This design comes from an exercise in tuning for small area on the open sky130 flow, not from production work. Function was checked by simulation only, so behaviour that the tests miss may differ from the original. Power is estimated from default activity; no workload was simulated. The clock port is modelled as an ideal driver; clocking choices that lean on that would not hold on a real chip.

## mem_block
module mem_block #(
  parameter logic [ID_W-1:0] NODE_ID = 4'd0,
  parameter int              DEPTH   = 256,
  parameter int              PKT_W   = 33
) (
  input  logic             clk,
  input  logic             rst_n,
  input  logic             in_valid,
  output logic             in_ready,
  input  logic [PKT_W-1:0] in_pkt,
  output logic             out_valid,
  input  logic             out_ready,
  output logic [PKT_W-1:0] out_pkt,
  output logic             bad_dest
);
Size in the first run: ~7200 cells after synthesis, roughly 4400 flip-flops, roughly 73 I/O pins, about 150000 um^2 of cells after synthesis.
make LEC_CHECK=0 CAP_MARGIN=30 CORE_MARGIN=2 CORE_UTILIZATION=60 CTS_BUF_LIST=sky130_fd_sc_hd__clkbuf_16 CTS_CLUSTER_DIAMETER=80 CTS_CLUSTER_SIZE=25 PLACE_DENSITY=0.68 SLEW_MARGIN=30 SYNTH_HIERARCHICAL=1 SYNTH_MINIMUM_KEEP_SIZE=0 finish   # period 8.0 ns
run.sh (not shown) runs the stock make flow with config.mk's settings and CLKGATE_MAP_FILE= SYNTH_SCRIPT=/design/flow/synth_recipe.tcl, a recipe that flattens the netlist after the stock synthesis.
The baseline produced a clean layout.
Then changed:
--- a/flow/config.mk
+++ b/flow/config.mk
@@ -10 +10 @@
-export CORE_UTILIZATION = 60
+export CORE_UTILIZATION = 70
@@ -13,2 +13,2 @@
-export CTS_CLUSTER_SIZE = 25
-export PLACE_DENSITY = 0.68
+export CTS_CLUSTER_SIZE = 20
+export PLACE_DENSITY = 0.76
=> Now the flow reached the layout checks and failed them: antenna violations; routed wire length goes up by 0.37%; global-route usage is higher by 5.6 points; synthesized cell count stays the same; first-iteration DRC count went up by 8.3%; non-clock buffer count decreases by 17; worst hold slack degrades by 0.0031 ns.


The RTL this note starts from:
==> flow/design.v <==
package mem_pkg;
  localparam int OP_W   = 1;
  localparam int ID_W   = 4;
  localparam int ADDR_W = 8;
  localparam int DATA_W = 16;
  localparam int PKT_W  = OP_W + 2 * ID_W + ADDR_W + DATA_W;
  localparam logic OP_WRITE = 1'b1;
  localparam logic OP_READ  = 1'b0;
  typedef struct packed {
    logic              op;
    logic [ID_W-1:0]   src;
    logic [ID_W-1:0]   dest;
    logic [ADDR_W-1:0] addr;
    logic [DATA_W-1:0] data;
  } pkt_t;
  function automatic pkt_t make_resp(input logic [ID_W-1:0]   node,
                                     input logic [ID_W-1:0]   req_src,
                                     input logic [ADDR_W-1:0] addr,
                                     input logic [DATA_W-1:0] data);
    pkt_t p;
    p.op   = OP_READ;
    p.src  = node;
    p.dest = req_src;
    p.addr = addr;
    p.data = data;
    make_resp = p;
  endfunction
endpackage
import mem_pkg::*;
module mem_array #(
  parameter int DEPTH = 256
) (
  input  logic              clk,
  input  logic              rst_n,
  input  logic              we,
  input  logic [ADDR_W-1:0] addr,
  input  logic [DATA_W-1:0] wdata,
  output logic [DATA_W-1:0] rdata
);
  localparam int LO_W = ADDR_W / 2;
  localparam int HI_W = ADDR_W - LO_W;
  logic [DATA_W-1:0]       words [DEPTH];
  logic [DEPTH-1:0]        valid;
  logic [DEPTH-1:0]        sel;
  logic [(1<<HI_W)-1:0]    hi;
  logic [(1<<HI_W)-1:0]    hi_we_n;
  logic [(1<<LO_W)-1:0]    lo;
  logic [(1<<LO_W)-1:0]    lo_n;
  always_comb begin
    for (int j = 0; j < (1 << HI_W); j++) begin
      hi[j]      = (addr[ADDR_W-1:LO_W] == HI_W'(j));
      hi_we_n[j] = !(hi[j] && we);
    end
    for (int j = 0; j < (1 << LO_W); j++) begin
      lo[j]   = (addr[LO_W-1:0] == LO_W'(j));
      lo_n[j] = !lo[j];
    end
  end
  for (genvar g = 0; g < DEPTH; g++) begin : g_word
    logic wen_lo, wen_hi;
    mem_nor2 u_wen_lo (.a (hi_we_n[g >> LO_W]), .b (lo_n[g % (1 << LO_W)]), .y (wen_lo));
    mem_nor2 u_wen_hi (.a (hi_we_n[g >> LO_W]), .b (lo_n[g % (1 << LO_W)]), .y (wen_hi));
    assign sel[g] = hi[g >> LO_W] && lo[g % (1 << LO_W)] && valid[g];
    always_ff @(posedge clk or negedge rst_n) begin
      if (!rst_n) begin
        valid[g] <= 1'b0;
      end else if (wen_lo) begin
        valid[g] <= 1'b1;
      end
    end
    always_ff @(posedge clk) begin
      if (wen_lo) words[g][DATA_W/2-1:0]      <= wdata[DATA_W/2-1:0];
      if (wen_hi) words[g][DATA_W-1:DATA_W/2] <= wdata[DATA_W-1:DATA_W/2];
    end
  end
  localparam int NG = (DEPTH + 2) / 3;
  logic [DATA_W-1:0] grp_n [NG];
  for (genvar k = 0; k < NG; k++) begin : g_rd
    for (genvar b = 0; b < DATA_W; b++) begin : g_bit
      if (3*k+2 < DEPTH) begin : g_3
        mem_aoi222 u_aoi (
          .a0 (sel[3*k]),   .b0 (words[3*k][b]),
          .a1 (sel[3*k+1]), .b1 (words[3*k+1][b]),
          .a2 (sel[3*k+2]), .b2 (words[3*k+2][b]),
          .y  (grp_n[k][b])
        );
      end else if (3*k+1 < DEPTH) begin : g_2
        mem_aoi22 u_aoi (
          .a0 (sel[3*k]),   .b0 (words[3*k][b]),
          .a1 (sel[3*k+1]), .b1 (words[3*k+1][b]),
          .y  (grp_n[k][b])
        );
      end else begin : g_1
        mem_nand2 u_nand (
          .a0 (sel[3*k]), .b0 (words[3*k][b]),
          .y  (grp_n[k][b])
        );
      end
    end
  end
  always_comb begin
    rdata = '0;
    for (int k = 0; k < NG; k++) rdata = rdata | ~grp_n[k];
  end
endmodule
module mem_aoi222 (
  input  logic a0, b0, a1, b1, a2, b2,
  output logic y
);
  assign y = !((a0 && b0) || (a1 && b1) || (a2 && b2));
endmodule
module mem_aoi22 (
  input  logic a0, b0, a1, b1,
  output logic y
);
  assign y = !((a0 && b0) || (a1 && b1));
endmodule
module mem_nand2 (
  input  logic a0, b0,
  output logic y
);
  assign y = !(a0 && b0);
endmodule
module mem_nor2 (
  input  logic a, b,
  output logic y
);
  assign y = !(a || b);
endmodule
import mem_pkg::*;
module mem_block #(
  parameter logic [ID_W-1:0] NODE_ID = 4'd0,
  parameter int              DEPTH   = 256,
  parameter int              PKT_W   = 33
) (
  input  logic             clk,
  input  logic             rst_n,
  input  logic             in_valid,
  output logic             in_ready,
  input  logic [PKT_W-1:0] in_pkt,
  output logic             out_valid,
  input  logic             out_ready,
  output logic [PKT_W-1:0] out_pkt,
  output logic             bad_dest
);
  mem_pkg::pkt_t     req_p0;
  logic              accept_p0;
  logic              hit_p0;
  logic              wr_p0;
  logic              rd_p0;
  logic              vld_p1;
  logic              wr_p1;
  logic              bad_q;
  logic [ID_W-1:0]   src_p1;
  logic [ADDR_W-1:0] addr_p1;
  logic [DATA_W-1:0] data_p1;
  logic [DATA_W-1:0] rdata_p1;
  assign req_p0    = in_pkt;
  assign in_ready  = !vld_p1 || out_ready;
  assign accept_p0 = in_valid && in_ready;
  assign hit_p0    = (req_p0.dest == NODE_ID);
  assign wr_p0     = accept_p0 && hit_p0 && (req_p0.op == OP_WRITE);
  assign rd_p0     = accept_p0 && hit_p0 && (req_p0.op == OP_READ);
  always_ff @(posedge clk or negedge rst_n) begin
    if (!rst_n) begin
      vld_p1 <= 1'b0;
      wr_p1  <= 1'b0;
    end else begin
      vld_p1 <= rd_p0 || (vld_p1 && !out_ready);
      wr_p1  <= wr_p0;
    end
  end
  always_ff @(posedge clk) begin
    if (in_ready) begin
      src_p1  <= req_p0.src;
      addr_p1 <= req_p0.addr;
    end
  end
  always_ff @(posedge clk) begin
    data_p1 <= req_p0.data;
  end
  mem_array #(
    .DEPTH (DEPTH)
  ) u_array (
    .clk   (clk),
    .rst_n (rst_n),
    .we    (wr_p1),
    .addr  (addr_p1),
    .wdata (data_p1),
    .rdata (rdata_p1)
  );
  always_ff @(posedge clk or negedge rst_n) begin
    if (!rst_n) begin
      bad_q <= 1'b0;
    end else if (accept_p0 && !hit_p0) begin
      bad_q <= 1'b1;
    end
  end
  assign out_valid = vld_p1;
  assign out_pkt   = {OP_READ, NODE_ID, src_p1, addr_p1, rdata_p1};
  assign bad_dest  = bad_q;
endmodule
==> flow/config.mk <==
export PLATFORM = sky130hd
export DESIGN_NAME = mem_block
export DESIGN_NICKNAME = mem_block
export VERILOG_FILES = /design/flow/design.v
export SDC_FILE = /design/flow/constraint.sdc
export NUM_CORES = 4
export LEC_CHECK = 0
export CAP_MARGIN = 30
export CORE_MARGIN = 2
export CORE_UTILIZATION = 60
export CTS_BUF_LIST = sky130_fd_sc_hd__clkbuf_16
export CTS_CLUSTER_DIAMETER = 90
export CTS_CLUSTER_SIZE = 30
export PLACE_DENSITY = 0.8
export SETUP_SLACK_MARGIN = 0.25
export SLEW_MARGIN = 30
export SYNTH_HIERARCHICAL = 1
export SYNTH_MINIMUM_KEEP_SIZE = 0
==> flow/constraint.sdc <==
create_clock -name core_clock -period 8.0 [get_ports {clk}]
set_input_delay 1.6000 -clock core_clock [delete_from_list [all_inputs] [get_ports {clk}]]
set_output_delay 1.6000 -clock core_clock [all_outputs]
set_load 0.01 [all_outputs]
standard.sh (not shown) runs the stock make flow with config.mk's settings and CLKGATE_MAP_FILE= SYNTH_SCRIPT=/design/flow/synth_recipe.tcl, a recipe that flattens the netlist after the stock synthesis.
==> flow/flow/run.sh <==
#!/bin/bash
# The standard layout, except that clock tree synthesis adds no dummy
# loads (the other clock tree settings repeat config.mk's), the port buffers
# are the smallest buffer cell, and antenna repair after detailed routing may
# take more rounds. Each tool's full output stays in the ORFS log folder under
# orfs/logs; this run's own output goes to standard.log.
set -euo pipefail
export CTS_ARGS="-sink_clustering_enable -repair_clock_nets -dont_use_dummy_load -sink_clustering_size 30 -sink_clustering_max_diameter 90 -buf_list sky130_fd_sc_hd__clkbuf_16"
export BUFFER_PORTS_ARGS="-buffer_cell sky130_fd_sc_hd__buf_1"
export MAX_REPAIR_ANTENNAS_ITER_DRT=12
bash standard.sh > standard.log 2>&1
Then changed:
--- a/flow/flow/run.sh
+++ b/flow/flow/run.sh
@@ -6,5 +6,5 @@
 # orfs/logs; this run's own output goes to standard.log.
 set -euo pipefail
-export CTS_ARGS="-sink_clustering_enable -repair_clock_nets -dont_use_dummy_load -sink_clustering_size 30 -sink_clustering_max_diameter 90 -buf_list sky130_fd_sc_hd__clkbuf_16"
+export CTS_ARGS="-sink_clustering_enable -repair_clock_nets -dont_use_dummy_load -sink_clustering_size 30 -sink_clustering_max_diameter 80 -buf_list sky130_fd_sc_hd__clkbuf_16"
 export BUFFER_PORTS_ARGS="-buffer_cell sky130_fd_sc_hd__buf_1"
 export MAX_REPAIR_ANTENNAS_ITER_DRT=12
- CTS_CLUSTER_DIAMETER: 90 -> 80
- SETUP_SLACK_MARGIN: 0.25 -> not set
=>
- This time the run finished but fails on setup timing
- non-clock buffer count went down by 2
- global-route usage hardly moves
- clock-buffer cell count rises by 4
- final area barely changes
- clock skew hardly moves
- final cell count is about the same
- worst hold slack gets better by 3.1 ps
- sequential power hardly moves
- setup slack got worse by 160 ps

==> re-timing with driven ports <==
The flow's constraints put no driver on any port. The routed layouts listed below were extracted and timed again, unchanged, in two steps.
Step 1 assumes that a clkbuf_16 drives the clock port and a buf_2 every other input.
Step 2, shift: input delay + t, output delay - t, t = (earliest + latest rising clock arrival at the registers) / 2. This alone moves slack from input paths to output paths.
a / b / c = ideal ports / drivers / drivers and shift; a / b = the first two.
| run | t (ns) | setup slack, ns | worst setup path after step 2 | worst register clock-pin slew, ns |
|---|---|---|---|---|
| the first run of note 1 | 1.004 | 1.675 / 1.625 / 0.621 | input to register | 0.11 / 0.11 |
| the second run of note 1 | 1.018 | 1.331 / 1.394 / 0.376 | input to register | 0.09 / 0.09 |
| the first run of note 2 | 0.920 | 0.107 / 0.007 / 0.928 | register to output | 0.11 / 0.11 |
| the second run of note 2 | 0.944 | -0.055 / -0.157 / 0.787 | register to output | 0.12 / 0.12 |
For the first run of note 1, which loses most, drivers alone change the setup slack by -0.050 ns; drivers and shift together by -1.054 ns.
